Context: an optimization exercise on an open-source flow, tuned for a short achievable clock period and few clock cycles per item. The choices shown serve that exercise and are no tape-out recipe. At most, simulation tests tie the RTL to the original design; equivalence was not proved. No functional check of the RTL was part of runs 1 and 3. No activity file was given, so power comes from the tool's default toggle rates.

==> flow/design.v <==
`default_nettype none
package exec_pkg;
    typedef logic [32-1:0]      word_t;     
    typedef logic [2*32-1:0]    dword_t;    
    typedef logic [4-1:0] rob_tag_t;  
    typedef logic [2-1:0]      fu_sel_t;   
    typedef logic [3-1:0]      op_t;       
    localparam fu_sel_t FU_ALU = 2'd1;
    localparam fu_sel_t FU_MUL = 2'd2;
    localparam fu_sel_t FU_DIV = 2'd3;
    localparam op_t OP_ADD  = 3'd0;  
    localparam op_t OP_SUB  = 3'd1;
    localparam op_t OP_BEQ  = 3'd2;
    localparam op_t OP_BNE  = 3'd3;
    localparam op_t OP_BLT  = 3'd4;
    localparam op_t OP_BGE  = 3'd5;
    localparam op_t OP_MULH = 3'd1;  
    localparam op_t OP_REM  = 3'd1;  
    typedef enum logic [1:0] {IDLE, BUSY, DONE} seq_state_e;  
    typedef struct packed {rob_tag_t tag; fu_sel_t fu; op_t op; word_t vj; word_t vk;} issue_s;
    typedef struct packed {rob_tag_t tag; op_t op; word_t vj; word_t vk;} fu_req_s;
    typedef struct packed {rob_tag_t tag; word_t value; logic taken;} fu_res_s;
    typedef struct packed {
        logic     valid;
        rob_tag_t tag;
        word_t    value;
        logic     taken;  
    } cdb_s;
endpackage
`default_nettype wire
`default_nettype none
module fu_dispatch (
    input  logic        clk_i,
    input  logic        reset_i,
    input  logic        issue_valid_i,
    input  logic [1:0]  issue_fu_i,
    input  logic [3:0]  issue_tag_i,
    output logic        issue_ready_o,
    input  logic        div_triv_i,   
    input  logic        unit_done_i,  
    output logic        alu_acc_o,
    output logic        mul_acc_o,
    output logic        div_acc_o,
    output logic        div_start_o,  
    output logic        v_q_o,        
    output logic        sel_res_q_o,  
    output logic [3:0]  tag_q_o
);
    logic busy_q, dv_q, accept;
    assign div_start_o   = dv_q & ~div_triv_i;
    assign issue_ready_o = ~busy_q & ~div_start_o;
    assign accept        = issue_valid_i & issue_ready_o;
    assign alu_acc_o     = accept & ~issue_fu_i[1];
    assign mul_acc_o     = accept & (issue_fu_i == 2'd2);
    assign div_acc_o     = accept & (issue_fu_i == 2'd3);
    always_ff @(posedge clk_i or posedge reset_i) begin
        if (reset_i) begin
            busy_q      <= 1'b0;
            dv_q        <= 1'b0;
            v_q_o       <= 1'b0;
            sel_res_q_o <= 1'b0;
        end else begin
            busy_q      <= mul_acc_o | div_start_o | (busy_q & ~unit_done_i);
            dv_q        <= div_acc_o;
            v_q_o       <= alu_acc_o | unit_done_i;
            sel_res_q_o <= div_acc_o | unit_done_i;
        end
    end
    always_ff @(posedge clk_i) begin
        if (issue_ready_o) tag_q_o <= issue_tag_i;  
    end
endmodule
`default_nettype wire
`default_nettype none
module ks_adder #(
    parameter int W = 32
) (
    input  logic [W-1:0] a_i,
    input  logic [W-1:0] b_i,
    input  logic         cin_i,
    output logic [W-1:0] sum_o,
    output logic         cout_o
);
    localparam int LV = $clog2(W + 1);
    logic [LV:0][W:0] g, p;
    always_comb begin
        g[0][0] = cin_i;
        p[0][0] = 1'b0;
        for (int i = 0; i < W; i++) begin
            g[0][i+1] = a_i[i] & b_i[i];
            p[0][i+1] = a_i[i] ^ b_i[i];
        end
        for (int l = 0; l < LV; l++) begin
            for (int i = 0; i <= W; i++) begin
                if (i >= (1 << l)) begin
                    g[l+1][i] = g[l][i] | (p[l][i] & g[l][i - (1 << l)]);
                    p[l+1][i] = p[l][i] & p[l][i - (1 << l)];
                end else begin
                    g[l+1][i] = g[l][i];
                    p[l+1][i] = p[l][i];
                end
            end
        end
        for (int i = 0; i < W; i++) sum_o[i] = p[0][i+1] ^ g[LV][i];
        cout_o = g[LV][W];
    end
endmodule
module alu_unit (
    input  logic        clk_i,
    input  logic        alu_acc_i,   
    input  logic        div_acc_i,   
    input  logic [2:0]  op_i,
    input  logic [31:0] a_i,
    input  logic [31:0] b_i,
    output logic [15:0] lo_q_o,      
    output logic [15:0] hi0_q_o,     
    output logic [15:0] hi1_q_o,     
    output logic        sel_lo_q_o,  
    output logic        sel0_q_o,    
    output logic        sel1_q_o,    
    output logic        taken_o,     
    output logic        triv_o       
);
    logic [16:0] s_lo, d_lo, s_h0, s_h1, d_h0, d_h1;
    ks_adder #(.W(16)) add_lo (.a_i(a_i[15:0]),  .b_i(b_i[15:0]),   .cin_i(1'b0), .sum_o(s_lo[15:0]), .cout_o(s_lo[16]));
    ks_adder #(.W(16)) sub_lo (.a_i(a_i[15:0]),  .b_i(~b_i[15:0]),  .cin_i(1'b1), .sum_o(d_lo[15:0]), .cout_o(d_lo[16]));
    ks_adder #(.W(16)) add_h0 (.a_i(a_i[31:16]), .b_i(b_i[31:16]),  .cin_i(1'b0), .sum_o(s_h0[15:0]), .cout_o(s_h0[16]));
    ks_adder #(.W(16)) add_h1 (.a_i(a_i[31:16]), .b_i(b_i[31:16]),  .cin_i(1'b1), .sum_o(s_h1[15:0]), .cout_o(s_h1[16]));
    ks_adder #(.W(16)) sub_h0 (.a_i(a_i[31:16]), .b_i(~b_i[31:16]), .cin_i(1'b0), .sum_o(d_h0[15:0]), .cout_o(d_h0[16]));
    ks_adder #(.W(16)) sub_h1 (.a_i(a_i[31:16]), .b_i(~b_i[31:16]), .cin_i(1'b1), .sum_o(d_h1[15:0]), .cout_o(d_h1[16]));
    logic eq, zs, bzero, sa, sb;
    logic lt0, lt1;    
    logic arith, is_sub;
    assign eq     = (a_i == b_i);
    assign zs     = &((a_i ^ b_i) ~^ {a_i[30:0] | b_i[30:0], 1'b0});  
    assign bzero  = (b_i == '0);
    assign sa     = a_i[31];
    assign sb     = b_i[31];
    assign lt0    = sa ^ ~sb ^ d_h0[16];
    assign lt1    = sa ^ ~sb ^ d_h1[16];
    assign arith  = (op_i[2:1] == 2'b00);
    assign is_sub = op_i[0];
    function automatic logic take(input logic [2:0] op, input logic e, input logic l);
        case (op)
            3'd2:    take = e;
            3'd3:    take = ~e;
            3'd4:    take = l;
            3'd5:    take = ~l;
            default: take = 1'b0;
        endcase
    endfunction
    function automatic logic maglt(input logic s_a, input logic s_b, input logic l,
                                   input logic e, input logic s31, input logic z);
        case ({s_a, s_b})
            2'b00:   maglt = l;
            2'b11:   maglt = ~l & ~e;
            2'b01:   maglt = s31;
            default: maglt = ~s31 & ~z;
        endcase
    endfunction
    logic       c_lo;
    logic [3:0] tv_d;  
    assign c_lo = is_sub ? d_lo[16] : s_lo[16];
    always_comb begin
        for (int k = 0; k < 4; k++) begin
            tv_d[k] = div_acc_i & (bzero | maglt(sa, sb, k[1] ? lt1 : lt0, eq,
                                                 k[0] ? s_h1[15] : s_h0[15], zs));
        end
    end
    logic       cd_q, cs_q, t0_q, t1_q;
    logic [3:0] tv_q;
    always_ff @(posedge clk_i) begin
        lo_q_o     <= is_sub ? d_lo[15:0] : s_lo[15:0];
        hi0_q_o    <= is_sub ? d_h0[15:0] : s_h0[15:0];
        hi1_q_o    <= is_sub ? d_h1[15:0] : s_h1[15:0];
        sel_lo_q_o <= alu_acc_i & arith;
        sel0_q_o   <= alu_acc_i & arith & ~c_lo;
        sel1_q_o   <= alu_acc_i & arith & c_lo;
        t0_q       <= alu_acc_i & take(op_i, eq, lt0);
        t1_q       <= alu_acc_i & take(op_i, eq, lt1);
        tv_q       <= tv_d;
        cd_q       <= d_lo[16];
        cs_q       <= s_lo[16];
    end
    assign taken_o = cd_q ? t1_q : t0_q;
    assign triv_o  = tv_q[{cd_q, cs_q}];
endmodule
`default_nettype wire
`default_nettype none
module booth_mult (
    input  logic        clk_i,
    input  logic [31:0] a_i,     
    input  logic [31:0] b_i,     
    output logic [63:0] prod_o   
);
    function automatic logic [127:0] csa(input logic [63:0] x, input logic [63:0] y,
                                         input logic [63:0] z);
        logic [63:0] s, c;
        s = x ^ y ^ z;
        c = ((x & y) | (x & z) | (y & z)) << 1;
        csa = {c, s};
    endfunction
    logic [32:0]       bx;  
    logic [63:0]       ae, mag, nb;
    logic [15:0]       neg, one, two;
    logic [16:0][63:0] pp;
    logic [11:0][63:0] l1;
    logic [7:0][63:0]  l2;
    assign bx = {b_i, 1'b0};
    assign ae = {{32{a_i[31]}}, a_i};
    always_comb begin
        nb = '0;
        for (int i = 0; i < 16; i++) begin
            neg[i] = bx[2*i+2] & ~(bx[2*i+1] & bx[2*i]);
            one[i] = bx[2*i+1] ^ bx[2*i];
            two[i] = (bx[2*i+2] & ~bx[2*i+1] & ~bx[2*i]) | (~bx[2*i+2] & bx[2*i+1] & bx[2*i]);
            mag    = one[i] ? ae : (two[i] ? (ae << 1) : '0);
            pp[i]  = (neg[i] ? ~mag : mag) << (2 * i);
            nb[2*i] = neg[i];
        end
        pp[16] = nb;  
        for (int g = 0; g < 5; g++) {l1[2*g+1], l1[2*g]} = csa(pp[3*g], pp[3*g+1], pp[3*g+2]);
        l1[10] = pp[15];
        l1[11] = pp[16];
        for (int g = 0; g < 4; g++) {l2[2*g+1], l2[2*g]} = csa(l1[3*g], l1[3*g+1], l1[3*g+2]);
    end
    logic [7:0][63:0] r1_q;
    always_ff @(posedge clk_i) r1_q <= l2;
    logic [5:0][63:0] l3;
    logic [3:0][63:0] l4;
    logic [2:0][63:0] l5;
    logic [1:0][63:0] l6;
    always_comb begin
        for (int g = 0; g < 2; g++) {l3[2*g+1], l3[2*g]} = csa(r1_q[3*g], r1_q[3*g+1], r1_q[3*g+2]);
        l3[4] = r1_q[6];
        l3[5] = r1_q[7];
        for (int g = 0; g < 2; g++) {l4[2*g+1], l4[2*g]} = csa(l3[3*g], l3[3*g+1], l3[3*g+2]);
        {l5[1], l5[0]} = csa(l4[0], l4[1], l4[2]);
        l5[2] = l4[3];
        {l6[1], l6[0]} = csa(l5[0], l5[1], l5[2]);
    end
    logic [1:0][63:0] r2_q;
    always_ff @(posedge clk_i) r2_q <= l6;
    logic unused_c;
    ks_adder #(.W(64)) cpa (.a_i(r2_q[0]), .b_i(r2_q[1]), .cin_i(1'b0), .sum_o(prod_o), .cout_o(unused_c));
endmodule
`default_nettype wire
`default_nettype none
module lzc32 (
    input  logic [31:0] x_i,
    output logic [4:0]  n_o
);
    logic [15:0]      v1;  
    logic [15:0][0:0] n1;  
    logic [7:0]       v2;
    logic [7:0][1:0]  n2;
    logic [3:0]       v3;
    logic [3:0][2:0]  n3;
    logic [1:0]       v4;
    logic [1:0][3:0]  n4;
    always_comb begin
        for (int i = 0; i < 16; i++) begin
            v1[i] = x_i[2*i+1] | x_i[2*i];
            n1[i] = ~x_i[2*i+1];
        end
        for (int i = 0; i < 8; i++) begin
            v2[i] = v1[2*i+1] | v1[2*i];
            n2[i] = v1[2*i+1] ? {1'b0, n1[2*i+1]} : {1'b1, n1[2*i]};
        end
        for (int i = 0; i < 4; i++) begin
            v3[i] = v2[2*i+1] | v2[2*i];
            n3[i] = v2[2*i+1] ? {1'b0, n2[2*i+1]} : {1'b1, n2[2*i]};
        end
        for (int i = 0; i < 2; i++) begin
            v4[i] = v3[2*i+1] | v3[2*i];
            n4[i] = v3[2*i+1] ? {1'b0, n3[2*i+1]} : {1'b1, n3[2*i]};
        end
        n_o = v4[1] ? {1'b0, n4[1]} : {1'b1, n4[0]};
    end
endmodule
module nrd_div (
    input  logic        clk_i,
    input  logic        reset_i,
    input  logic [2:0]  op_i,      
    input  logic [31:0] a_i,       
    input  logic [31:0] b_i,       
    input  logic        start_i,   
    output logic [31:0] triv_val_o,  
    output logic        fix_o,     
    output logic [31:0] value_o
);
    logic        sa, sb, rem, bzero;
    logic [31:0] ma, mb;
    assign sa    = a_i[31];
    assign sb    = b_i[31];
    assign rem   = (op_i == 3'd1);
    assign bzero = (b_i == '0);
    logic [31:0] na, nb;
    logic [4:0]  lza, lzb;
    logic        unused_c0, unused_c1;
    ks_adder #(.W(32)) neg_a (.a_i(~a_i), .b_i('0), .cin_i(1'b1), .sum_o(na), .cout_o(unused_c0));
    ks_adder #(.W(32)) neg_b (.a_i(~b_i), .b_i('0), .cin_i(1'b1), .sum_o(nb), .cout_o(unused_c1));
    assign ma = sa ? na : a_i;
    assign mb = sb ? nb : b_i;
    lzc32 lz_a (.x_i(ma), .n_o(lza));
    lzc32 lz_b (.x_i(mb), .n_o(lzb));
    assign triv_val_o = rem ? a_i : {32{bzero}};  
    logic [31:0] ma_q, mb_q;
    logic [4:0]  lza_q, lzb_q;
    logic        negq1_q, negr1_q, rem1_q;
    always_ff @(posedge clk_i) begin
        ma_q    <= ma;
        mb_q    <= mb;
        lza_q   <= lza;
        lzb_q   <= lzb;
        negq1_q <= sa ^ sb;
        negr1_q <= sa;
        rem1_q  <= rem;
    end
    logic [5:0]  nbits;   
    logic [4:0]  nsteps;  
    assign nbits  = {1'b0, lzb_q} - {1'b0, lza_q} + 6'd1;
    assign nsteps = 5'((nbits + 6'd1) >> 1);
    logic [33:0] mb3;
    logic        uc3;
    ks_adder #(.W(34)) mul3 (.a_i({2'b00, mb_q}), .b_i({1'b0, mb_q, 1'b0}), .cin_i(1'b0), .sum_o(mb3), .cout_o(uc3));
    logic        run_q, fix_q, last;
    logic [4:0]  cnt_q;
    logic [31:0] z_q, q_q, r_q;
    logic [33:0] d1_q, d2_q, d3_q;
    logic        negq_q, negr_q, rem_q;
    always_ff @(posedge clk_i or posedge reset_i) begin
        if (reset_i) begin
            run_q <= 1'b0;
            fix_q <= 1'b0;
        end else begin
            run_q <= start_i | (run_q & ~last);
            fix_q <= last;
        end
    end
    assign last = run_q & (cnt_q == 5'd1);
    logic [33:0] r4;
    logic [34:0] t1, t2, t3;  
    logic [1:0]  dig;
    logic [31:0] rn;
    logic [2:0] uc;
    assign r4 = {r_q, z_q[31:30]};
    ks_adder #(.W(35)) sub1 (.a_i({1'b0, r4}), .b_i(~{1'b0, d1_q}), .cin_i(1'b1), .sum_o(t1), .cout_o(uc[0]));
    ks_adder #(.W(35)) sub2 (.a_i({1'b0, r4}), .b_i(~{1'b0, d2_q}), .cin_i(1'b1), .sum_o(t2), .cout_o(uc[1]));
    ks_adder #(.W(35)) sub3 (.a_i({1'b0, r4}), .b_i(~{1'b0, d3_q}), .cin_i(1'b1), .sum_o(t3), .cout_o(uc[2]));
    always_comb begin
        if (!t3[34]) begin
            dig = 2'd3; rn = t3[31:0];
        end else if (!t2[34]) begin
            dig = 2'd2; rn = t2[31:0];
        end else if (!t1[34]) begin
            dig = 2'd1; rn = t1[31:0];
        end else begin
            dig = 2'd0; rn = r4[31:0];
        end
    end
    always_ff @(posedge clk_i) begin
        if (!run_q) begin
            cnt_q  <= nsteps;
            z_q    <= ma_q << (6'd32 - {nsteps, 1'b0});  
            r_q    <= ma_q >> {nsteps, 1'b0};             
            q_q    <= '0;
            d1_q   <= {2'b00, mb_q};
            d2_q   <= {1'b0, mb_q, 1'b0};
            d3_q   <= mb3;
            negq_q <= negq1_q;
            negr_q <= negr1_q;
            rem_q  <= rem1_q;
        end else begin
            cnt_q <= cnt_q - 5'd1;
            z_q   <= {z_q[29:0], 2'b00};
            r_q   <= rn;
            q_q   <= {q_q[29:0], dig};
        end
    end
    assign fix_o   = fix_q;
    logic [31:0] nr, nq;
    logic [1:0]  ucf;
    ks_adder #(.W(32)) neg_r (.a_i(~r_q), .b_i('0), .cin_i(1'b1), .sum_o(nr), .cout_o(ucf[0]));
    ks_adder #(.W(32)) neg_q (.a_i(~q_q), .b_i('0), .cin_i(1'b1), .sum_o(nq), .cout_o(ucf[1]));
    assign value_o = rem_q ? (negr_q ? nr : r_q) : (negq_q ? nq : q_q);
endmodule
`default_nettype wire
`default_nettype none
module cdb_arbiter (
    input  logic [15:0] lo_i,
    input  logic [15:0] hi0_i,
    input  logic [15:0] hi1_i,
    input  logic        sel_lo_i,
    input  logic        sel0_i,
    input  logic        sel1_i,
    input  logic [31:0] res_i,
    input  logic        sel_res_i,
    output logic [31:0] value_o
);
    assign value_o[15:0]  = ({16{sel_lo_i}} & lo_i) | ({16{sel_res_i}} & res_i[15:0]);
    assign value_o[31:16] = ({16{sel0_i}} & hi0_i) | ({16{sel1_i}} & hi1_i)
                          | ({16{sel_res_i}} & res_i[31:16]);
endmodule
`default_nettype wire
`default_nettype none
module exec_core (
    input  logic             clk_i,
    input  logic             reset_i,
    input  logic             issue_valid_i,
    input  exec_pkg::issue_s issue_i,
    output logic             issue_ready_o,
    output exec_pkg::cdb_s   cdb_o
);
    logic alu_acc, mul_acc, div_acc, div_start, div_triv, unit_done;
    logic v_q, sel_res_q;
    fu_dispatch dispatch_inst (
        .clk_i(clk_i), .reset_i(reset_i),
        .issue_valid_i(issue_valid_i), .issue_fu_i(issue_i.fu), .issue_tag_i(issue_i.tag),
        .issue_ready_o(issue_ready_o), .div_triv_i(div_triv), .unit_done_i(unit_done),
        .alu_acc_o(alu_acc), .mul_acc_o(mul_acc), .div_acc_o(div_acc), .div_start_o(div_start),
        .v_q_o(v_q), .sel_res_q_o(sel_res_q), .tag_q_o(cdb_o.tag)
    );
    logic [15:0] alu_lo, alu_hi0, alu_hi1;
    logic        sel_lo, sel0, sel1;
    alu_unit alu_inst (
        .clk_i(clk_i), .alu_acc_i(alu_acc), .div_acc_i(div_acc),
        .op_i(issue_i.op), .a_i(issue_i.vj), .b_i(issue_i.vk),
        .lo_q_o(alu_lo), .hi0_q_o(alu_hi0), .hi1_q_o(alu_hi1),
        .sel_lo_q_o(sel_lo), .sel0_q_o(sel0), .sel1_q_o(sel1),
        .taken_o(cdb_o.taken), .triv_o(div_triv)
    );
    logic [63:0] prod;
    logic        m1_q, m2_q;  
    logic        mhi1_q, mhi2_q;
    booth_mult mul_inst (
        .clk_i(clk_i), .a_i(issue_i.vj), .b_i(issue_i.vk), .prod_o(prod)
    );
    always_ff @(posedge clk_i or posedge reset_i) begin
        if (reset_i) begin
            m1_q <= 1'b0;
            m2_q <= 1'b0;
        end else begin
            m1_q <= mul_acc;
            m2_q <= m1_q;
        end
    end
    always_ff @(posedge clk_i) begin
        mhi1_q <= (issue_i.op == 3'd1);  
        mhi2_q <= mhi1_q;
    end
    logic        div_fix;
    logic [31:0] div_triv_val, div_value;
    nrd_div div_inst (
        .clk_i(clk_i), .reset_i(reset_i), .op_i(issue_i.op), .a_i(issue_i.vj), .b_i(issue_i.vk),
        .start_i(div_start), .triv_val_o(div_triv_val), .fix_o(div_fix), .value_o(div_value)
    );
    logic [31:0] res_q;
    assign unit_done = m2_q | div_fix;
    always_ff @(posedge clk_i) begin
        if (m2_q)         res_q <= mhi2_q ? prod[63:32] : prod[31:0];
        else if (div_fix) res_q <= div_value;
        else              res_q <= div_triv_val;
    end
    cdb_arbiter arb_inst (
        .lo_i(alu_lo), .hi0_i(alu_hi0), .hi1_i(alu_hi1),
        .sel_lo_i(sel_lo), .sel0_i(sel0), .sel1_i(sel1),
        .res_i(res_q), .sel_res_i(sel_res_q), .value_o(cdb_o.value)
    );
    assign cdb_o.valid = v_q | div_triv;
endmodule
`default_nettype wire
`default_nettype none
module exec_top (
    input  logic        clk_i,
    input  logic        reset_i,
    input  logic        issue_valid_i,
    input  logic [3:0]  issue_tag_i,
    input  logic [1:0]  issue_fu_i,
    input  logic [2:0]  issue_op_i,
    input  logic [31:0] issue_vj_i,
    input  logic [31:0] issue_vk_i,
    output logic        issue_ready_o,
    output logic        cdb_valid_o,
    output logic [3:0]  cdb_tag_o,
    output logic [31:0] cdb_value_o,
    output logic        cdb_taken_o
);
    exec_pkg::issue_s issue;
    exec_pkg::cdb_s   cdb;
    assign issue.tag = issue_tag_i;
    assign issue.fu  = issue_fu_i;
    assign issue.op  = issue_op_i;
    assign issue.vj  = issue_vj_i;
    assign issue.vk  = issue_vk_i;
    exec_core core_inst (
        .clk_i(clk_i), .reset_i(reset_i),
        .issue_valid_i(issue_valid_i), .issue_i(issue), .issue_ready_o(issue_ready_o),
        .cdb_o(cdb)
    );
    assign cdb_valid_o = cdb.valid;
    assign cdb_tag_o   = cdb.tag;
    assign cdb_value_o = cdb.value;
    assign cdb_taken_o = cdb.taken;
endmodule
`default_nettype wire
==> flow/run.sh <==
#!/bin/bash
# synth_recipe.tcl (not shown) runs the flow's synth.tcl, then flattens the netlist and writes it again
# the make line also repeats each setting of config.mk as NAME=value (left out here)
make -C /OpenROAD-flow-scripts/flow DESIGN_CONFIG=/design/flow/config.mk WORK_HOME=/design/flow/orfs CLKGATE_MAP_FILE= SYNTH_SCRIPT=/design/flow/synth_recipe.tcl finish
==> flow/config.mk <==
export PLATFORM = sky130hd
export DESIGN_NAME = exec_top
export DESIGN_NICKNAME = exec_top
export VERILOG_FILES = /design/flow/design.v
export SDC_FILE = /design/flow/constraint.sdc
export NUM_CORES = 4
export LEC_CHECK = 0
export ABC_CLOCK_PERIOD_IN_PS = 2000
export CAP_MARGIN = 20
export CORE_MARGIN = 2
export CORE_UTILIZATION = 40
export SETUP_SLACK_MARGIN = 3.2
export SLEW_MARGIN = 20
==> flow/constraint.sdc <==
create_clock -name core_clock -period 5.5 [get_ports {clk_i}]
set_input_delay 1.1000 -clock core_clock [delete_from_list [all_inputs] [get_ports {clk_i}]]
set_output_delay 1.1000 -clock core_clock [all_outputs]
set_load 0.01 [all_outputs]
==> flow_summary.toml, run 1 <==
[critical_path]
startpoint = "core_inst.dispatch_inst.sel_res_q_o"
critPathLaunchType = "flip-flop"
r2r-start = "core_inst.div_inst.d3_q[0]"
critical_path_class = "flip-flop to output port"
crit_family = "flip-flops"
critPathMaxStageDelay_ps = 580
worstPathCellList = "buf_12 -> a222oi_1 -> inv_1 -> buf_2"
cp.required_ps = 4400
crit_arrival_ps = 2320
cp_max_fo = 5
cp.depth = 4
crit_buf_inv = 3
r2r_cells = 15
end_kind = "output port"
slowest_stage = "dfrtp_4"

[synth]
synth_top_family_by_area = "adder cells"
synth_compound_area_share_pct = 15.7
synth_edf_count = 72
synthFlopType = "dfxtp_1"
syn_inst = 7433
synth_simple_gate_area_share_pct = 10.2
ys_async_sr_fraction_pct = 0.998
synth.yosys.seq_area_share_pct = 24.9
ys_ff_latch = 802
synthXorXnorAreaFrac_pct = 11.4
ys_types = 102
syn-cell-area_um2 = 67400
synth_mux_area_share_pct = 6.39
syn_area_per_cell_um2 = 9.07
synth_fa_ha_area_share_pct = 24.0
syn_nets = 8484
yosysWarnings = 11

[sta]
period_needed_ps = 3420
drv_slew = 0
worstMarginPinSlew_ps = 1140
fmax_mhz = 292
holdWs_ps = 345
hold_violations = 0
finalSetupViolations = 0
rsz0062_at_grt = "true"
fin_setup_tns_ps = 0
slew_headroom_pct = 24.1
skew_ps = 39.6
min_period_over_period_pct = 62.2

[routing]
num_vias = 60860
drc = 0
vias_per_cell = 5.88
dr.pass1.iters = 6
antenna_left = 0
wl_per_cell_um = 28.6
dr.first_iter.drc_count = 5865
wirelength_um = 296000

[grt]
grt_pass1_vias = 61669
grt_overflow_total = 0
grt_max_degree = 76
grt_use_total_pct = 33.4
antenna_found_initial = 10
grt_pass1_wl_um = 425000

[clocking]
clkTransAtPathRegs_ps = 60
cts_tree = "built"
numCtsBuffers = 96
root_buffer = "clkbuf_16"
htreeDepth = 3
clock_path_buffers = 3
ctsHoldBuffers = 0
clock_sinks = 802
clk_latency_ps = 750

[status]
outcome = "finished clean"

[place]
port_buffers = 114
dp.final_hpwl_um = 195000
gp_congestion = 1.01

[finish]
nets = 9113
final_layout_size_suffix_gt1_share_pct = 38.8
utilization_pct = 57.1
area_growth_pct = 41.6

[worst_hold_path]
hold_path_class = "flip-flop to flip-flop"
hold_depth = 0
min-delay-start = "core_inst.mhi1_q"

[run]
drv_cap = 0

[floorplan]
ioPinCount = 115
core_um2 = 167000
die_w_um = 415
initial_core_util_pct = 40.3
row_count = 150
dieArea_um2 = 172000
chipHeight_um = 415

[power_and_ir_drop]
pwr_density_cell_nw_per_um2 = 650
ir_drop_uv = 589
p_leak_nw = 39.8
==> power by group <==
| part | switching [mW] | internal [mW] | leakage (nW) |
|---|---|---|---|
| Sequential | 1.70 | 8.97 | 6.87 |
| Combinational | 24.9 | 19.2 | 31.3 |
| Clock | 2.86 | 4.31 | 1.72 |
| Total | 29.5 | 32.5 | 39.8 |
==> synth_stat cells, drive strengths merged, types with 13 or more instances <==
cell	count	area share, %
or2	16	0.15
o221ai	26	0.34
mux2	29	0.48
nand3	70	0.52
and2	57	0.53
and3	53	0.49
a31oi	40	0.38
a21oi	416	3.1
o211ai	49	0.55
inv	808	4.5
o31a	15	0.19
clkbuf	449	2.5
o31ai	54	0.61
a211oi	61	0.69
a31o	13	0.17
dfxtp	722	21
mux2i	364	5.4
o21a	39	0.43
nor2b	39	0.36
mux4	15	0.50
nor4	33	0.36
xor2	264	3.4
nand2	294	1.6
a22o	37	0.48
nand2b	45	0.42
a22oi	200	2.2
or4	27	0.31
a222oi	17	0.25
o22ai	19	0.18
o21bai	56	0.62
o41ai	18	0.26
nand4	58	0.54
o21ai	263	2.0
nor3	101	0.76
a21o	131	1.5
ha	443	8.2
nor2	609	3.4
xnor2	613	8.0
buf	56	0.34
fa	532	16
or3	32	0.30
edfxtp	72	3.2
==> kinds of logic (layout without fill, tap and decap cells) <==
logic type | count (synthesis) | after routing
buffers and inverters | 1318 | 2029
DFF | 802 | 802
other | 0 | 5
AOI/OAI and AO/OA | 1588 | 1588
adders and majority gates | 975 | 975
xor gates and xnor gates | 877 | 878
and+or+nand+nor | 1465 | 1465
muxes | 408 | 408
==> area by class of cell <==
cell class                      count  area, um^2
Sequential cell                   802       17000
Fill cell                       13791       71800
Clock buffer                      129        2800
Timing Repair Buffer             1035       12800
Antenna cell                        5        12.5
Multi-Input combinational cell   5314       56000
Tap cell                         2204        2760
Inverter                          813        3360
Clock inverter                     52         759
==> path summary, 6_finish.rpt <==
| kind | endpoint | slack [ps] |
|---|---|---|
| min | core_inst.mhi2_q | 340 |
| max reg2reg | core_inst.div_inst.r_q[1] | 2100 |
| min in group asynchronous | core_inst.m2_q | 640 |
| max | cdb_value_o[19] | 2080 |
| min reg2reg | core_inst.mhi2_q | 340 |
| max in group asynchronous | core_inst.dispatch_inst.sel_res_q_o | 4590 |
==> layer usage <==
layer  track usage, %  wire, um  share of wire (%)  vias to the layer above
met4             22.1     23600                8.0                        0
met1             41.6    115000                 39                    30544
met3             6.69     26000                8.8                      881
met2             52.7    132000                 44                     2992
li1                 -         -                  -                    26443
met5                0         0                  0                        -
==> worst reg2reg max path: stages (launching register included) <==
cell,delay [ps]
edfxtp_1,480
inv_2,120
ha_4,200
o211ai_1,260
a21oi_2,120
o31a_1,330
a41o_4,240
a31oi_4,240
a211oi_4,110
buf_4,160
o211a_4,260
nor2_4,110
buf_12,150
buf_12,130
mux2_4,300
o221ai_2,110
==> sequential cells by signal (all words and copies together) (netlist names), 31 cells and up <==
register                 flops
core_inst.div_inst.q_q      32
core_inst.div_inst.r_q      32
core_inst.div_inst.d3_q     34
core_inst.div_inst.mb_q     32
core_inst.mul_inst.r1_q    329
core_inst.mul_inst.r2_q    123
core_inst.res_q             32
core_inst.div_inst.ma_q     32
core_inst.div_inst.d2_q     31
core_inst.div_inst.z_q      32
==> metrics by stage <==
step | instances | worst slack [ps] | cell area (um^2) | power [mW]
floorplan | 7433 | 1570 | 73000 | 34.5
global placement | 9427 | 513 | 74600 | 45.8
detailed placement | 9427 | 475 | 74600 | 46.4
CTS | 10194 | 2060 | 91800 | 59.6
global route | 10351 | 2030 | 95400 | 66.9
finish | 10354 | 2080 | 95400 | 62.0
==> layout by cell type (no fill, tap or decap), types with 80 or more instances in the layout <==
cell / Yosys / routed
ha_4: 0 / 121
inv_2: 7 / 208
buf_4: 0 / 466
buf_12: 0 / 175
inv_1: 801 / 543
o21ai_0: 240 / 136
mux2i_1: 364 / 264
xnor2_2: 0 / 138
nor2_4: 0 / 145
xor2_1: 264 / 218
clkbuf_16: 0 / 106
dfxtp_1: 722 / 610
a21oi_1: 416 / 279
xnor2_1: 613 / 456
fa_1: 532 / 284
buf_6: 2 / 225
a22oi_1: 200 / 120
dfxtp_2: 0 / 94
nand2_1: 294 / 256
ha_1: 443 / 294
a21o_1: 131 / 131
nor2_1: 608 / 424
a22oi_2: 0 / 80
a21oi_2: 0 / 105
fa_2: 0 / 248
==> timing repair <==
item / 4_1_cts / 5_1_grt
cloned: 60 / 5
gates resized for setup: 2024 / 513
pin swaps: 737 / 476
setup buffers: 526 / 149
endpoints found under the setup margin: 674 / 634
==> run 2: changes to the inputs <==
--- a/flow/design.v
+++ b/flow/design.v
@@ -81,7 +81,8 @@
     output logic [W-1:0] sum_o,
     output logic         cout_o
 );
-    localparam int LV = $clog2(W + 1);
+    localparam int LV = (W < 2) ? 1 : (W < 4) ? 2 : (W < 8) ? 3 : (W < 16) ? 4 :
+                        (W < 32) ? 5 : (W < 64) ? 6 : 7;  
     logic [LV:0][W:0] g, p;
     always_comb begin
         g[0][0] = cin_i;
==> run 2 against run 1 <==
Fmax did not move. Sequential power barely moved. Register-to-register slack about the same. Critical path depth is the same. Via count unchanged. Combinational power hardly changed. Core utilization did not move. Area after synthesis did not move. Worst hold slack unchanged. Critical path type unchanged.
==> flow_summary.toml, run 2 <==
[grt]
grt_overflow_total = 0
grt_max_degree = 76
grt_pass1_wl_um = 425000
grt_use_total_pct = 33.4
grt_pass1_vias = 61669
antenna_found_initial = 10

[clocking]
root_buffer = "clkbuf_16"
clk_latency_ps = 750
numCtsBuffers = 96
clkTransAtPathRegs_ps = 60
clock_sinks = 802
cts_tree = "built"
clock_path_buffers = 3
htreeDepth = 3

[synth]
syn-cell-area_um2 = 67400
yosys.area.top_type = "dfxtp_1"
synth_fa_ha_area_share_pct = 24.0
yosys-top-cells-area = "dfxtp_1 21%, fa_1 16%, ha_1 8.2%, xnor2_1 8.0%, mux2i_1 5.4%"
syn_area_per_cell_um2 = 9.07
ys_async_sr_fraction_pct = 0.998
synth_simple_gate_area_share_pct = 10.2
synth.most_common_cell = "inv_1"
synth_mux_area_share_pct = 6.39
synth_top_family_by_area = "adder cells"
ys_ff_latch = 802
yosysWarnings = 11
yosysTopAreaCellShare_pct = 21.4
synth.yosys.seq_area_share_pct = 24.9
synth_edf_count = 72
synthXorXnorAreaFrac_pct = 11.4
syn_inst = 7433
synth_compound_area_share_pct = 15.7
syn_nets = 8484
ys_types = 102
synthTopCellsByCount = "801 x inv_1, 722 x dfxtp_1, 613 x xnor2_1"
synthFlopType = "dfxtp_1"

[sta]
fin_ws_ps = 2080
drv_slew = 0
holdWs_ps = 345
slew_headroom_pct = 24.1
finalSetupViolations = 0
period_needed_ps = 3420
hold_violations = 0
min_period_over_period_pct = 62.2
fin_setup_tns_ps = 0
skew_ps = 39.6
worstMarginPinSlew_ps = 1140
fmax_mhz = 292
rsz0062_at_grt = "true"

[floorplan]
dieArea_um2 = 172000
chipHeight_um = 415
die_w_um = 415
initial_core_util_pct = 40.3
ioPinCount = 115
core_um2 = 167000
row_count = 150

[place]
placed_area_um2 = 74600
gp_congestion = 1.01
port_buffers = 114
dp.final_hpwl_um = 195000
dpl_worst_slack_ps = 475

[routing]
dr.first_iter.drc_count = 5865
antenna_left = 0
num_vias = 60860
vias_per_cell = 5.88
dr.pass1.iters = 6
wirelength_um = 296000
wl_per_cell_um = 28.6
drc = 0

[finish]
layout_common_cells = "610 x dfxtp_1, 543 x inv_1, 466 x buf_4, 456 x xnor2_1, 424 x nor2_1"
final_cell_area_um2 = 95400
top_regs = "core_inst.mul_inst.r1_q: 329 flops, core_inst.mul_inst.r2_q: 123 flops, core_inst.div_inst.d3_q: 34 flops"
seqCellArea_um2 = 17000
final_layout_size_suffix_gt1_share_pct = 38.8
area_growth_pct = 41.6
largest_register = "core_inst.mul_inst.r1_q"
largest_register_ffs = 329
multi_input_area_um2 = 56000
fill_cells = 13791
nets = 9113
final_common_cell = "dfxtp_1"

[power_and_ir_drop]
pwr_density_cell_nw_per_um2 = 650
power_frac_comb_pct = 71.2
p_leak_nw = 39.8
finalPower_mw = 62.0
ir_drop_uv = 589
switching_share_pct = 47.6
intPower_mw = 32.5
seqPwrFrac_pct = 17.2
pwr-share-clk_pct = 11.6
p_switching_mw = 29.5

[worst_hold_path]
hold_path_class = "flip-flop to flip-flop"

[critical_path]
critical_path_class = "flip-flop to output port"
crit_arrival_ps = 2320
cp_max_fo = 5
cp.required_ps = 4400
critPathLaunchType = "flip-flop"
end_kind = "output port"

[run]
drv_cap = 0

[status]
outcome = "finished clean"
[run 2: cell counts in the layout (fill, tap and decap cells not counted)]
Identical to the previous run, type by type.
[run 2: worst paths after layout]
path                                                     start                                   to  slack (ps)  cells past startpoint
min reg2reg                                   core_inst.mhi1_q                     core_inst.mhi2_q         340                      0
min in group asynchronous                              reset_i                       core_inst.m2_q         640                      2
max in group asynchronous                              reset_i  core_inst.dispatch_inst.sel_res_q_o        4590                      2
max                        core_inst.dispatch_inst.sel_res_q_o                      cdb_value_o[19]        2080                      4
max reg2reg                         core_inst.div_inst.d3_q[0]            core_inst.div_inst.r_q[1]        2100                     15
min                                           core_inst.mhi1_q                     core_inst.mhi2_q         340                      0
[run 2: metal layers]
metal	share of wire (%)	track usage [%]
met1	39	41.6
met3	8.8	6.69
met2	44	52.7
met5	0	0
met4	8.0	22.1
[run 2: critical path, cell delays in order (launching register included)]
cell	delay (ps)
dfrtp_4	580
buf_12	190
a222oi_1	580
inv_1	80
buf_2	160
[run 2: logic make-up (layout without fill, tap and decap cells)]
group,Yosys count,after routing
mux,408,408
xor+xnor,877,878
other cells,0,5
fa+ha+maj,975,975
simple gates,1465,1465
buf+inv,1318,2029
compound gates,1588,1588
flops,802,802
[run 2: power groups by stage]
stage          clock (mW)  sequential (mW)  combinational (mW)
2_1_floorplan           0             9.87                24.7
3_3_place_gp            0             10.6                35.2
3_5_place_dp            0             10.6                35.8
4_1_cts              7.22             10.6                41.8
5_1_grt              7.45             10.8                48.6
6_report             7.17             10.7                44.2
[run 2: cell type report]
cell class | count | area share, %
Multi-Input combinational cell | 5314 | 58.6
Antenna cell | 5 | 0.0131
Tap cell | 2204 | 2.89
Inverter | 813 | 3.52
Clock inverter | 52 | 0.796
Clock buffer | 129 | 2.93
Timing Repair Buffer | 1035 | 13.4
Sequential cell | 802 | 17.8
[run 2: repair_timing]
item                                    in CTS  in global routing
gates resized for setup                   2024                513
setup buffers                              526                149
hold endpoints to repair                     0                  0
endpoints found under the setup margin     674                634
gates cloned                                60                  5
pin swaps                                  737                476
hold buffers                                 0                  0
[run 2: per-stage QoR]
step           cells  util [%]
2_1_floorplan   7433         -
3_3_place_gp    9427      44.6
3_5_place_dp    9427      44.6
4_1_cts        10194      54.9
5_1_grt        10351      57.1
6_report       10354      57.1
Testbench counts of run 2, summed over its fixed seeds: cycles 4,304, items 2,400.
==> run 3: changes to the inputs <==
--- a/flow/design.v
+++ b/flow/design.v
@@ -55,18 +55,18 @@
     assign div_acc_o     = accept & (issue_fu_i == 2'd3);
     always_ff @(posedge clk_i or posedge reset_i) begin
         if (reset_i) begin
-            busy_q      <= 1'b0;
-            dv_q        <= 1'b0;
-            v_q_o       <= 1'b0;
-            sel_res_q_o <= 1'b0;
+            busy_q <= 1'b0;
+            dv_q   <= 1'b0;
         end else begin
-            busy_q      <= mul_acc_o | div_start_o | (busy_q & ~unit_done_i);
-            dv_q        <= div_acc_o;
-            v_q_o       <= alu_acc_o | unit_done_i;
-            sel_res_q_o <= div_acc_o | unit_done_i;
+            busy_q <= mul_acc_o | div_start_o | (busy_q & ~unit_done_i);
+            dv_q   <= div_acc_o;
         end
     end
     always_ff @(posedge clk_i) begin
+        v_q_o       <= alu_acc_o | unit_done_i;
+        sel_res_q_o <= div_acc_o | unit_done_i;
+    end
+    always_ff @(posedge clk_i) begin
         if (issue_ready_o) tag_q_o <= issue_tag_i;  
     end
 endmodule
@@ -179,12 +179,12 @@
         sel1_q_o   <= alu_acc_i & arith & c_lo;
         t0_q       <= alu_acc_i & take(op_i, eq, lt0);
         t1_q       <= alu_acc_i & take(op_i, eq, lt1);
-        tv_q       <= tv_d;
+        for (int k = 0; k < 4; k++) tv_q[k] <= tv_d[k] & (k[1] == d_lo[16]) & (k[0] == s_lo[16]);
         cd_q       <= d_lo[16];
         cs_q       <= s_lo[16];
     end
     assign taken_o = cd_q ? t1_q : t0_q;
-    assign triv_o  = tv_q[{cd_q, cs_q}];
+    assign triv_o  = |tv_q;  
 endmodule
 `default_nettype wire
 `default_nettype none
@@ -303,16 +303,26 @@
     ks_adder #(.W(32)) neg_b (.a_i(~b_i), .b_i('0), .cin_i(1'b1), .sum_o(nb), .cout_o(unused_c1));
     assign ma = sa ? na : a_i;
     assign mb = sb ? nb : b_i;
-    lzc32 lz_a (.x_i(ma), .n_o(lza));
-    lzc32 lz_b (.x_i(mb), .n_o(lzb));
+    logic [31:0] ac, bc, sma;
+    logic        forma;
+    assign ac = a_i ^ {32{sa}};
+    assign bc = b_i ^ {32{sb}};
+    lzc32 lz_a (.x_i(ac), .n_o(lza));
+    lzc32 lz_b (.x_i(bc), .n_o(lzb));
+    always_comb begin
+        sma[31] = ac[31];
+        for (int i = 30; i >= 0; i--) sma[i] = sma[i+1] | ac[i];
+    end
+    assign forma = sa & (ac == sma);
     assign triv_val_o = rem ? a_i : {32{bzero}};  
     logic [31:0] ma_q, mb_q;
-    logic [4:0]  lza_q, lzb_q;
+    logic [4:0]  lzb_q;
+    logic [5:0]  ka_q;  
     logic        negq1_q, negr1_q, rem1_q;
     always_ff @(posedge clk_i) begin
         ma_q    <= ma;
         mb_q    <= mb;
-        lza_q   <= lza;
+        ka_q    <= ~{1'b0, lza} + 6'd2 + {5'd0, forma};
         lzb_q   <= lzb;
         negq1_q <= sa ^ sb;
         negr1_q <= sa;
@@ -320,8 +330,19 @@
     end
     logic [5:0]  nbits;   
     logic [4:0]  nsteps;  
-    assign nbits  = {1'b0, lzb_q} - {1'b0, lza_q} + 6'd1;
-    assign nsteps = 5'((nbits + 6'd1) >> 1);
+    logic [63:0] al;      
+    assign nbits = {1'b0, lzb_q} + ka_q;
+    always_comb begin
+        nsteps = 5'((nbits + 6'd1) >> 1);
+        if (nbits > 6'd32) nsteps = 5'd16;  
+        al = {ma_q, 32'd0};
+        if (nbits[0]) al = al >> 2;  
+        if (nbits[1]) al = al >> 2;
+        if (nbits[2]) al = al >> 4;
+        if (nbits[3]) al = al >> 8;
+        if (nbits[4]) al = al >> 16;
+        if (nbits[5]) al = al >> 32;
+    end
     logic [33:0] mb3;
     logic        uc3;
     ks_adder #(.W(34)) mul3 (.a_i({2'b00, mb_q}), .b_i({1'b0, mb_q, 1'b0}), .cin_i(1'b0), .sum_o(mb3), .cout_o(uc3));
@@ -363,8 +384,8 @@
     always_ff @(posedge clk_i) begin
         if (!run_q) begin
             cnt_q  <= nsteps;
-            z_q    <= ma_q << (6'd32 - {nsteps, 1'b0});  
-            r_q    <= ma_q >> {nsteps, 1'b0};             
+            z_q    <= al[31:0];   
+            r_q    <= al[63:32];  
             q_q    <= '0;
             d1_q   <= {2'b00, mb_q};
             d2_q   <= {1'b0, mb_q, 1'b0};
@@ -468,7 +489,7 @@
         .sel_lo_i(sel_lo), .sel0_i(sel0), .sel1_i(sel1),
         .res_i(res_q), .sel_res_i(sel_res_q), .value_o(cdb_o.value)
     );
-    assign cdb_o.valid = v_q | div_triv;
+    assign cdb_o.valid = (v_q | div_triv) & ~reset_i;  
 endmodule
 `default_nettype wire
 `default_nettype none
==> run 3 against run 2 <==
Core utilization up 2.4 points. Clock power up 2%. Non-clock buffer count up 132. Worst setup slack worse by 25 ps. First-iteration DRC count up 11%. Critical path depth up 9. Largest power group unchanged.
==> flow_summary.toml, run 3 <==
[status]
outcome = "finished clean"

[floorplan]
die_w_um = 416
dieArea_um2 = 173000
ioPinCount = 115
chipHeight_um = 416
core_um2 = 169000
initial_core_util_pct = 40.2
row_count = 151

[synth]
syn_inst = 7660
synth_top_family_by_area = "adder cells"
yosysTopAreaCellShare_pct = 21.4
synth.yosys.seq_area_share_pct = 24.8
synth_fa_ha_area_share_pct = 23.9
synthFlopType = "dfxtp_1"
syn_area_per_cell_um2 = 8.85
synth_mux_area_share_pct = 7.21
ys_async_sr_fraction_pct = 0.748
syn_nets = 8715
yosys.area.top_type = "dfxtp_1"
ys_types = 92
syn-cell-area_um2 = 67800
synth_compound_area_share_pct = 13.8
synthXorXnorAreaFrac_pct = 11.5
synth_simple_gate_area_share_pct = 11.5
ys_ff_latch = 802
synth.most_common_cell = "nor2_1"
yosysWarnings = 11
synthTopCellsByCount = "782 x nor2_1, 777 x inv_1, 724 x dfxtp_1"
yosys-top-cells-area = "dfxtp_1 21%, fa_1 16%, ha_1 8.2%, xnor2_1 7.3%, mux2i_1 6.9%"
synth_edf_count = 72

[finish]
layout_common_cells = "595 x dfxtp_1, 543 x inv_1, 540 x buf_4, 461 x nor2_1, 407 x xnor2_1"
seqCellArea_um2 = 17100
multi_input_area_um2 = 59500
nets = 9487
final_cells = 10741
final_layout_size_suffix_gt1_share_pct = 42.9
final_common_cell = "dfxtp_1"
fill_cells = 13439
top_regs = "core_inst.mul_inst.r1_q: 329 flops, core_inst.mul_inst.r2_q: 123 flops, core_inst.div_inst.d3_q: 34 flops"
area_growth_pct = 48.2
largest_register = "core_inst.mul_inst.r1_q"
largest_register_ffs = 329

[critical_path]
critPathLaunchType = "flip-flop"
crit_arrival_ps = 4040
r2r-start = "core_inst.div_inst.d3_q[1]"
end_kind = "flip-flop"
cp_max_fo = 3
critical_path_class = "flip-flop to flip-flop"
timing.reg2reg.setup_slack_ps = 2050
startpoint = "core_inst.div_inst.d3_q[1]"
cp.required_ps = 6090

[sta]
fmax_mhz = 290
finalSetupViolations = 0
hold_violations = 0
min_period_over_period_pct = 62.7
drv_slew = 0
skew_ps = 53.0
fin_setup_tns_ps = 0
rsz0062_at_grt = "true"
worstMarginPinSlew_ps = 1200
slew_headroom_pct = 20.0
period_needed_ps = 3450

[grt]
antenna_found_initial = 15
grt_use_total_pct = 34.0
grt_overflow_total = 0
grt_pass1_vias = 63528
grt_pass1_wl_um = 435000
grt_max_degree = 73

[worst_hold_path]
min-delay-start = "core_inst.m1_q"
hold_path_class = "flip-flop to flip-flop"

[routing]
antenna_left = 0
dr.first_iter.drc_count = 6532
wirelength_um = 310000
num_vias = 63394
wl_per_cell_um = 28.9
vias_per_cell = 5.90
dr.pass1.iters = 8
drc = 0

[clocking]
clk_latency_ps = 750
clock_sinks = 802
cts_tree = "built"
clkTransAtPathRegs_ps = 70
root_buffer = "clkbuf_16"
ctsHoldBuffers = 0
clock_path_buffers = 3
htreeDepth = 3
numCtsBuffers = 100

[power_and_ir_drop]
ir_drop_uv = 609
p_leak_nw = 41.3
pwr_density_cell_nw_per_um2 = 645

[place]
dp.final_hpwl_um = 194000
gp_congestion = 0.978
port_buffers = 114
dp_cells = 9667

[run]
drv_cap = 0
==> run 3: power by group <==
group | switching (mW) | leakage [nW] | internal [mW]
clock network | 3.02 | 1.75 | 4.29
logic | 26.4 | 32.7 | 20.3
registers | 1.91 | 6.88 | 9.00
==> run 3: kinds of logic (layout without fill, tap and decap cells) <==
kind of cell	count (synthesis)	in the layout
and+or+nand+nor	1726	1726
AOI/OAI and AO/OA	1477	1478
buffers and inverters	1297	2154
adders and majority gates	979	979
xor gates and xnor gates	893	893
DFF	802	802
muxes	486	486
other	0	5
==> run 3: metrics by stage <==
stage | area (um^2) | setup WS (ps) | total power [mW] | hold WS, ps | util, %
2_1_floorplan | 73700 | 1720 | 33.4 | 327 | -
3_3_place_gp | 75400 | 588 | 46.9 | 332 | 44.6
3_5_place_dp | 75400 | 531 | 47.5 | 357 | 44.6
4_1_cts | 93900 | 2030 | 61.0 | 382 | 55.6
5_1_grt | 101000 | 2090 | 68.8 | 384 | 59.5
6_report | 101000 | 2050 | 64.8 | 382 | 59.5
==> run 3: timing repair <==
item / CTS / global route
hold endpoints to repair: 0 / 0
setup endpoints to repair: 745 / 647
pin swaps: 785 / 662
cloned: 65 / 10
setup buffers: 565 / 240
resized for setup: 2239 / 981
==> run 3: worst max-delay path: stages, from the launching register on <==
cell	delay [ps]
edfxtp_1	440
inv_2	100
ha_4	200
nor2b_4	120
o31a_1	270
o221a_4	250
or3b_4	400
a21oi_4	250
a211oi_4	110
a2111oi_4	280
o31ai_2	150
a31oi_2	260
xor2_1	270
o221ai_1	200
==> run 3: path summary, 6_finish.rpt <==
path	to	depth (start not counted)
hold reg to reg	core_inst.m2_q	0
max in group asynchronous	core_inst.div_inst.run_q	2
hold / removal	core_inst.m2_q	0
setup reg to reg	core_inst.div_inst.r_q[29]	13
min in group asynchronous	core_inst.m1_q	2
setup / recovery	core_inst.div_inst.r_q[29]	13
==> run 3: area by class of cell <==
class / count / share of cell area (%)
Antenna cell: 5 / 0.0124
Clock buffer: 124 / 2.73
Clock inverter: 64 / 0.866
Inverter: 796 / 3.36
Multi-Input combinational cell: 5562 / 59.2
Sequential cell: 802 / 17.0
Tap cell: 2218 / 2.76
Timing Repair Buffer: 1167 / 14.1
Timing Repair inverter: 3 / 0.0261
==> run 3: routing by layer <==
metal | GRT usage (%) | wire (um) | part of all wire [%]
met1 | 41.4 | 116000 | 37
met2 | 53.8 | 138000 | 45
met3 | 5.95 | 25800 | 8.3
met4 | 25.6 | 30200 | 9.7
met5 | 0 | 54 | 0.017

-- afterwards: timing with drivers on the ports --
In the flow no input, the clock included, has a driving cell. The finished layouts below were timed again as built, in two steps. Step 1 sets driving cells, clkbuf_16 on the clock port and buf_2 on the other inputs (assumed; they add their load-dependent delay and slew). Step 2, shift: input delay + t, output delay - t, t = (earliest + latest rising clock arrival at the registers) / 2. This alone moves slack from input paths to output paths. a / b / c = no drivers / after step 1 / after step 2; a / b = the first two.
run | shift t [ns] | setup slack, ns | worst setup path at the end | cell pins on the clock port's net
run 1 | 0.821 | 2.078 / 1.993 / 1.350 | input to register | 1
run 2 | 0.821 | 2.078 / 1.993 / 1.350 | input to register | 1
run 3 | 0.810 | 2.053 / 2.053 / 1.308 | input to register | 1
After both steps setup and hold are still met in every run listed. For run 3, which loses most, drivers alone change the setup slack by 0.000 ns; drivers and shift together by -0.745 ns.
